What follows belongs to an exercise in optimizing a design on an open flow for small area, a short achievable clock period and few clock cycles per item; a production flow would make more cautious choices.
Where RTL was checked, it was by simulation tests only, not by an equivalence proof against the original.
No functional check of the RTL was part of run 2.

## flow/design.v (module list and top-level ports; edited modules follow where they fit)
// module mult_mac16: 1313 lines
// module md_add51: 25 lines
// module div_serial: 113 lines
// module div_step: 13 lines
// module div_step2: 20 lines
// module multdiv_fast: 66 lines
module multdiv_fast (
	input  logic                  clk_i,
	input  logic                  rst_ni,
	input  logic                  mult_en_i,
	input  logic                  div_en_i,
	input  logic [1:0]            op_i,
	input  logic [1:0]            signed_mode_i,
	input  logic [32-1:0]   op_a_i,
	input  logic [32-1:0]   op_b_i,
	output logic [32-1:0]   result_o,
	output logic                  valid_o
);
  // ...
==> flow/flow/run.sh <==
#!/bin/bash
# The standard layout (standard.sh), with one change: the port buffers
# that buffer_ports inserts are buf_4 cells rather than its default pick, a
# slow delay buffer. Each tool's output goes to standard.log here.
set -euo pipefail
cd "$(dirname "$0")/.."
export BUFFER_PORTS_ARGS="-buffer_cell sky130_fd_sc_hd__buf_4"
bash standard.sh > standard.log 2>&1
==> flow/standard.sh <==
#!/bin/bash
# synth_recipe.tcl (not shown) runs the flow's synth.tcl, then flattens the netlist and writes it again
# the make line also repeats each setting of config.mk as NAME=value (left out here)
make -C /OpenROAD-flow-scripts/flow DESIGN_CONFIG=/design/flow/config.mk WORK_HOME=/design/flow/orfs CLKGATE_MAP_FILE= SYNTH_SCRIPT=/design/flow/synth_recipe.tcl "${@:-finish}"
==> flow/config.mk <==
export PLATFORM = sky130hd
export DESIGN_NAME = multdiv_fast
export DESIGN_NICKNAME = multdiv_fast
export VERILOG_FILES = /design/flow/design.v
export SDC_FILE = /design/flow/constraint.sdc
export NUM_CORES = 4
export LEC_CHECK = 0
export CAP_MARGIN = 20
export CORE_MARGIN = 5
export CORE_UTILIZATION = 45
export PLACE_DENSITY = 0.65
export SETUP_SLACK_MARGIN = 0.15
export SLEW_MARGIN = 20
export SYNTH_HIERARCHICAL = 1
==> flow/constraint.sdc <==
create_clock -name core_clock -period 12.0 [get_ports {clk_i}]
set_input_delay 2.4000 -clock core_clock [delete_from_list [all_inputs] [get_ports {clk_i}]]
set_output_delay 2.4000 -clock core_clock [all_outputs]
set_load 0.01 [all_outputs]
==> qor.csv, run 1 <==
stage,metric,value,unit
setup_path,WP data arrival,9330,ps
cts,post-CTS setup buffers,2,
finish,sequential cell area share,7.48,%
finish,Final Non-Filler Cells,5941,
placed_design,pre-CTS setup slack,-29.4,ps
finish,Fillers,8181,
finish,synthesis-to-layout area growth,11.4,%
finish,layout cell share with drive strength beyond 1,16.6,%
placed_design,dpl hpwl,126000,µm
floorplanning,Row Count,105,
cts,H-tree levels,3,
status,outcome,no timing/DRC/antenna violations,
synthesis,cells after synthesis,4754,
setup_path,Worst path slowest cell,fa_1,
setup_path,CP Max Fanout,8,
setup_path,WS Path Type,in -> out,
min_path,WHS Endpoint,shr_q[56],
grt,met3 Usage GRT,7.17,%
routing,final WL,158000,µm
routing,Vias/cell,6.45,
cts,clock-pin transition on the worst setup and hold timing paths,90,ps
floorplanning,initial core utilization,45.3,%
placed_design,placed cell count,5897,
timing,Hold Slack,630,ps
min_path,hold crit path type,reg -> reg,
finish,FF+latch count,103,
grt,gr busiest metal,met2,
routing,M1 WL,62400,µm
floorplanning,# IOs,105,
setup_path,Crit path max-delay family,adder cells,
setup_path,Stages on worst setup path,27,
grt,met2 Use GR,52.1,%
routing,DRC,0,
Testbench counts, summed over its fixed seeds: cycles 6,276, items 3,200.
==> module multdiv_fast, before the edit <==
module multdiv_fast (
	input  logic                  clk_i,
	input  logic                  rst_ni,
	input  logic                  mult_en_i,
	input  logic                  div_en_i,
	input  logic [1:0]            op_i,
	input  logic [1:0]            signed_mode_i,
	input  logic [32-1:0]   op_a_i,
	input  logic [32-1:0]   op_b_i,
	output logic [32-1:0]   result_o,
	output logic                  valid_o
);
	multdiv_pkg::md_req_t req_i;
	assign req_i.op          = multdiv_pkg::md_op_e'(op_i);
	assign req_i.signed_mode = signed_mode_i;
	assign req_i.op_a        = op_a_i;
	assign req_i.op_b        = op_b_i;
	logic [32-1:0] mult_result;
	logic [32-1:0] div_result;
	logic                mult_valid;
	logic                div_valid;
	logic [63:0]         shr_q;
	logic [50:0]         acc_d;
	logic                acc_we;
	logic [63:0]         div_step_d;
	logic [31:0]         div_init_d;
	logic                div_busy;
	logic                sel_mult;
	logic                sel_init;
	logic                sel_step;
	assign sel_mult = ~div_en_i;
	assign sel_init = div_en_i & ~div_busy;
	assign sel_step = div_en_i &  div_busy;
	always_ff @(posedge clk_i) begin
		if (div_en_i | acc_we) begin
			shr_q <= ({64{sel_mult}} & {13'd0, acc_d})
				| ({64{sel_init}} & {32'd0, div_init_d})
				| ({64{sel_step}} & div_step_d);
		end
	end
	mult_mac16 u_mult (
		.clk_i    (clk_i),
		.rst_ni   (rst_ni),
		.en_i     (mult_en_i),
		.req_i    (req_i),
		.acc_q    (shr_q[50:0]),
		.acc_d    (acc_d),
		.acc_we   (acc_we),
		.result_o (mult_result),
		.valid_o  (mult_valid)
	);
	div_serial u_div (
		.clk_i    (clk_i),
		.rst_ni   (rst_ni),
		.en_i     (div_en_i),
		.req_i    (req_i),
		.shr_q    (shr_q),
		.step_d   (div_step_d),
		.init_d   (div_init_d),
		.busy_o   (div_busy),
		.result_o (div_result),
		.valid_o  (div_valid)
	);
	assign result_o = div_result | mult_result;
	assign valid_o  = mult_valid | div_valid;
endmodule
==> inputs of run 2 (changes only) <==
--- a/flow/design.v
+++ b/flow/design.v
@@ -16,17 +16,18 @@
 module mult_mac16 (
 	input  logic                  clk_i,
 	input  logic                  rst_ni,
 	input  logic                  en_i,
 	input  multdiv_pkg::md_req_t  req_i,
 	input  logic [50:0]           acc_q,     
 	output logic [50:0]           acc_d,
 	output logic                  acc_we,
-	output logic [32-1:0]   result_o,
+	input  logic [32-1:0]   other_i,   
+	output logic [32-1:0]   result_o,  
 	output logic                  valid_o
 );
 	localparam int ROWS = 9;
 	localparam int W    = 51;
 	logic          pass_q;
 	logic [32:0]   ext_a;
 	logic [32:0]   ext_b;
 	logic          fits_b;
@@ -1309,17 +1310,18 @@
 	logic sel_p0l, sel_p0h, sel_p1l, sel_p1h;
 	assign sel_p0l = en_i & ~pass_q &  is_mull;
 	assign sel_p0h = en_i & ~pass_q & ~is_mull;
 	assign sel_p1l = en_i &  pass_q &  is_mull;
 	assign sel_p1h = en_i &  pass_q & ~is_mull;
 	assign result_o = ({32{sel_p0l}} & mac_res[31:0])
 		| ({32{sel_p0h}} & {{13{mac_res[W-1]}}, mac_res[W-1:32]})
 		| ({32{sel_p1l}} & {mac_res[13:0], acc_q[17:0]})
-		| ({32{sel_p1h}} & mac_res[45:14]);
+		| ({32{sel_p1h}} & mac_res[45:14])
+		| other_i;
 	assign valid_o = en_i & (fits_b | pass_q);
 	always_ff @(posedge clk_i or negedge rst_ni) begin
 		if (!rst_ni) begin
 			pass_q <= 1'b0;
 		end else if (en_i) begin
 			pass_q <= ~(fits_b | pass_q);
 		end
 	end
@@ -1542,26 +1544,27 @@
 	mult_mac16 u_mult (
 		.clk_i    (clk_i),
 		.rst_ni   (rst_ni),
 		.en_i     (mult_en_i),
 		.req_i    (req_i),
 		.acc_q    (shr_q[50:0]),
 		.acc_d    (acc_d),
 		.acc_we   (acc_we),
+		.other_i  (div_result),
 		.result_o (mult_result),
 		.valid_o  (mult_valid)
 	);
 	div_serial u_div (
 		.clk_i    (clk_i),
 		.rst_ni   (rst_ni),
 		.en_i     (div_en_i),
 		.req_i    (req_i),
 		.shr_q    (shr_q),
 		.step_d   (div_step_d),
 		.init_d   (div_init_d),
 		.busy_o   (div_busy),
 		.result_o (div_result),
 		.valid_o  (div_valid)
 	);
-	assign result_o = div_result | mult_result;
+	assign result_o = mult_result;
 	assign valid_o  = mult_valid | div_valid;
 endmodule
==> run 2 against run 1 <==
  * Worst hold slack improved by 1.1 ps
  * Final cell count grew 2.5%
  * Fmax barely moved
  * Via count up 1.2%
  * Clock-buffer cell count increased by 1
  * Core utilization rose by 1.6 points
  * Sequential cell count unchanged
  * Worst setup slack worse by 7.8 ps
  * Critical path depth is 1 lower
  * Synthesized cell count is 0.11% lower
  * Critical path type unchanged
  * Critical endpoint is now result_o[24]
==> qor.csv, run 2 <==
stage,metric,value,unit,change
timing,setup_tns,0,ps,
grt,Overflow after GRT,0,,
cts,H-tree levels,3,,unchanged
placed_design,dpl hpwl,128000,µm,+1.3%
setup_path,WS Path Type,in -> out,,
timing,worst clock skew,13.5,ps,
floorplanning,Die W,295,µm,
setup_path,Critical Path RT,9600,ps,
grt,met3 Usage GRT,7.14,%,-0.030 points
routing,vias post-DR,38800,,
synthesis,syn_area_per_cell,7.72,µm²,
run,Max-Cap Viols,0,,
synthesis,yosys warns,15,,
cts,TritonCTS clock tree,done,,
timing,"Hold Vio Cnt, Final",0,,
timing,Max-slew headroom,20.5,%,
finish,final net count,5571,,
finish,Ant. Diodes,0,,
routing,DRC,0,,unchanged
grt,global-route usage over all layers,35.4,%,
grt,largest net degree at the start of global routing,96,,
timing,final setup violation count,0,,
status,outcome,no timing/DRC/antenna violations,,
routing,drt pass-1 iters,8,,
floorplanning,Row Count,104,,-0.95%
cts,Clock Latency Late Sink,380,ps,
timing,max-slew violation count,0,,
timing,Tcrit/Tclk final,97.8,%,
min_path,hold crit path type,reg -> reg,,
floorplanning,# IOs,105,,unchanged
finish,Reg with most FFs,shr_q,,
routing,final WL,161000,µm,+1.9%
grt,met2 Use GR,53.8,%,+1.8 points
cts,Root Buffer,clkbuf_16,,
timing,fin crit period,11730,ps,
grt,first-pass GRT wire length,235000,µm,
finish,FF/Latch Area,0.00309,mm²,
timing,Fmax,0.0852,GHz,
floorplanning,Die Area,0.0873,mm²,
finish,layout cell share with drive strength beyond 1,18.2,%,+1.6 points
finish,"commonest non-fill, non-tap cell in the layout",buf_4,,
timing,Worst Max-Slew Pin Slew,1190,ps,
finish,Final Non-Filler Cells,6088,,+2.5%
cts,Max clock buf depth,2,,
finish,Fillers,7904,,-3.4%
grt,vias in the first global route,36300,,
routing,Wirelength per Cell,26.5,µm,
finish,most frequent cells in the layout,"612 x buf_4, 442 x inv_1, 421 x nand2_1",,
setup_path,critical path startpoint,op_b_i[19],,
placed_design,IO buf count,104,,
min_path,min-delay src,u_div.den_q[4],,
setup_path,CP Max Fanout,31,,+23
finish,number of flip-flops in the largest register,62,,
grt,gr busiest metal,met2,,
finish,synthesis-to-layout area growth,14.5,%,
routing,Vias/cell,6.37,,-1.2%
cts,# hold bufs at CTS,0,,
setup_path,R2R Path Start,shr_q[0],,
floorplanning,core area,0.0807,mm²,
cts,Clock Sinks,103,,
timing,RSZ-0062 raised after global routing,yes,,
routing,Post-DRT Antenna Nets,0,,
grt,grt met1 use,48.6,%,
floorplanning,initial core utilization,45.4,%,+0.18 points
routing,initial DRC count,5120,,
cts,clock-pin transition on the worst setup and hold timing paths,80,ps,about the same
placed_design,placed cell count,6045,,+2.5%
cts,number of buffers created by CTS,9,,
finish,area of the multi-input gates,0.0303,mm²,
finish,final instance area,0.0420,mm²,
placed_design,placed instance area,0.0412,mm²,
grt,initial antenna violation count,4,,
floorplanning,die height,295,µm,
finish,Top Registers,"shr_q: 62 flops, u_div.den_q: 35 flops, u_div.cnt_q: 4 flops",,
placed_design,routability cong.,1.07,,
synthesis,cells after synthesis,4749,,-0.11%
synthesis,synthesized area,0.0367,mm²,
setup_path,WP data arrival,9330,ps,about the same
setup_path,crit path capture type,output port,,
setup_path,crit path launch type,primary input,,
[run 2: per-layer routing]
| metal | vias to the layer above | wire (µm) |
|---|---|---|
| met4 | 8 | 9760 |
| met2 | 2462 | 68500 |
| met3 | 475 | 18600 |
| met5 | - | 57 |
| met1 | 18400 | 64500 |
| li1 | 17400 | - |
[run 2: path summary, 6_finish.rpt]
| path | end | slack [ps] | cells after the start |
|---|---|---|---|
| worst min register to register | u_div.den_q[0] | 630 | 1 |
| min in group asynchronous | u_div.busy_q | 1780 | 1 |
| max in group asynchronous | u_mult.pass_q | 10120 | 1 |
| worst max register to register | shr_q[30] | 630 | 51 |
| worst min-delay path | u_div.den_q[0] | 630 | 1 |
| worst max-delay path | result_o[24] | 270 | 26 |
[run 2: what timing repair did]
| action | CTS | global route |
|---|---|---|
| endpoints found under the hold margin | 0 | 0 |
| endpoints found under the setup margin | 1 | 54 |
| pin swaps | 0 | 18 |
| gates resized for setup | 1 | 39 |
| cloned | 0 | 2 |
| setup buffers | 0 | 25 |
[run 2: critical path: stages]
cell	delay, ps
buf_4	180
mux2i_4	390
nand3_1	200
buf_12	210
o221ai_1	230
ha_1	290
fa_1	540
inv_1	60
fa_1	530
inv_1	60
fa_1	570
fa_1	430
ha_1	330
a21oi_1	230
o21ai_0	180
a31oi_1	270
o211ai_1	170
a21oi_2	230
inv_2	110
a311oi_4	360
buf_4	170
mux2i_1	200
nand3_2	230
a21oi_1	290
nand3_1	210
buf_4	210
[run 2: metrics by stage]
step                hold WS (ps)  worst slack (ps)  util (%)
CTS                          627               238      51.4
detailed placement           608               141      51.0
floorplan                    547              1420         -
finish                       631               266      52.0
global placement             601               173      51.0
global route                 652              89.9      52.0
[run 2: final cells by class]
cell class | instances | area share, %
Clock inverter | 6 | 0.191
Timing Repair Buffer | 646 | 12.4
Tap cell | 1060 | 3.16
Clock buffer | 10 | 0.546
Inverter | 447 | 4.00
Sequential cell | 103 | 7.36
Multi-Input combinational cell | 3816 | 72.3

## port drivers added, routing unchanged
How much do the figures lean on ideal ports? The routed layouts below were timed once more, with nothing changed but the port constraints. Step 1 sets driving cells, clkbuf_16 on the clock port and buf_2 on the other inputs (assumed; they add their load-dependent delay and slew). Step 2, shift: input delay + t, output delay - t, t = (earliest + latest rising clock arrival at the registers) / 2. This alone moves slack from input paths to output paths. Three values: no drivers, after step 1, after step 2; two values: the first two.
run | t (ns) | setup WS [ns] | hold slack, ns | clock arrival spread, ns | pins driven straight from the clock port
run 1 | 0.437 | 0.274 / 0.247 / 0.247 | 0.630 / 0.630 / 0.630 | 0.013 / 0.012 | 1
run 2 | 0.422 | 0.266 / 0.242 / 0.242 | 0.631 / 0.631 / 0.631 | 0.013 / 0.014 | 1
After both steps setup and hold are still met in every run listed. The setup slack of run 1, which loses most, moves by -0.027 ns with the drivers and by -0.027 ns with both steps.
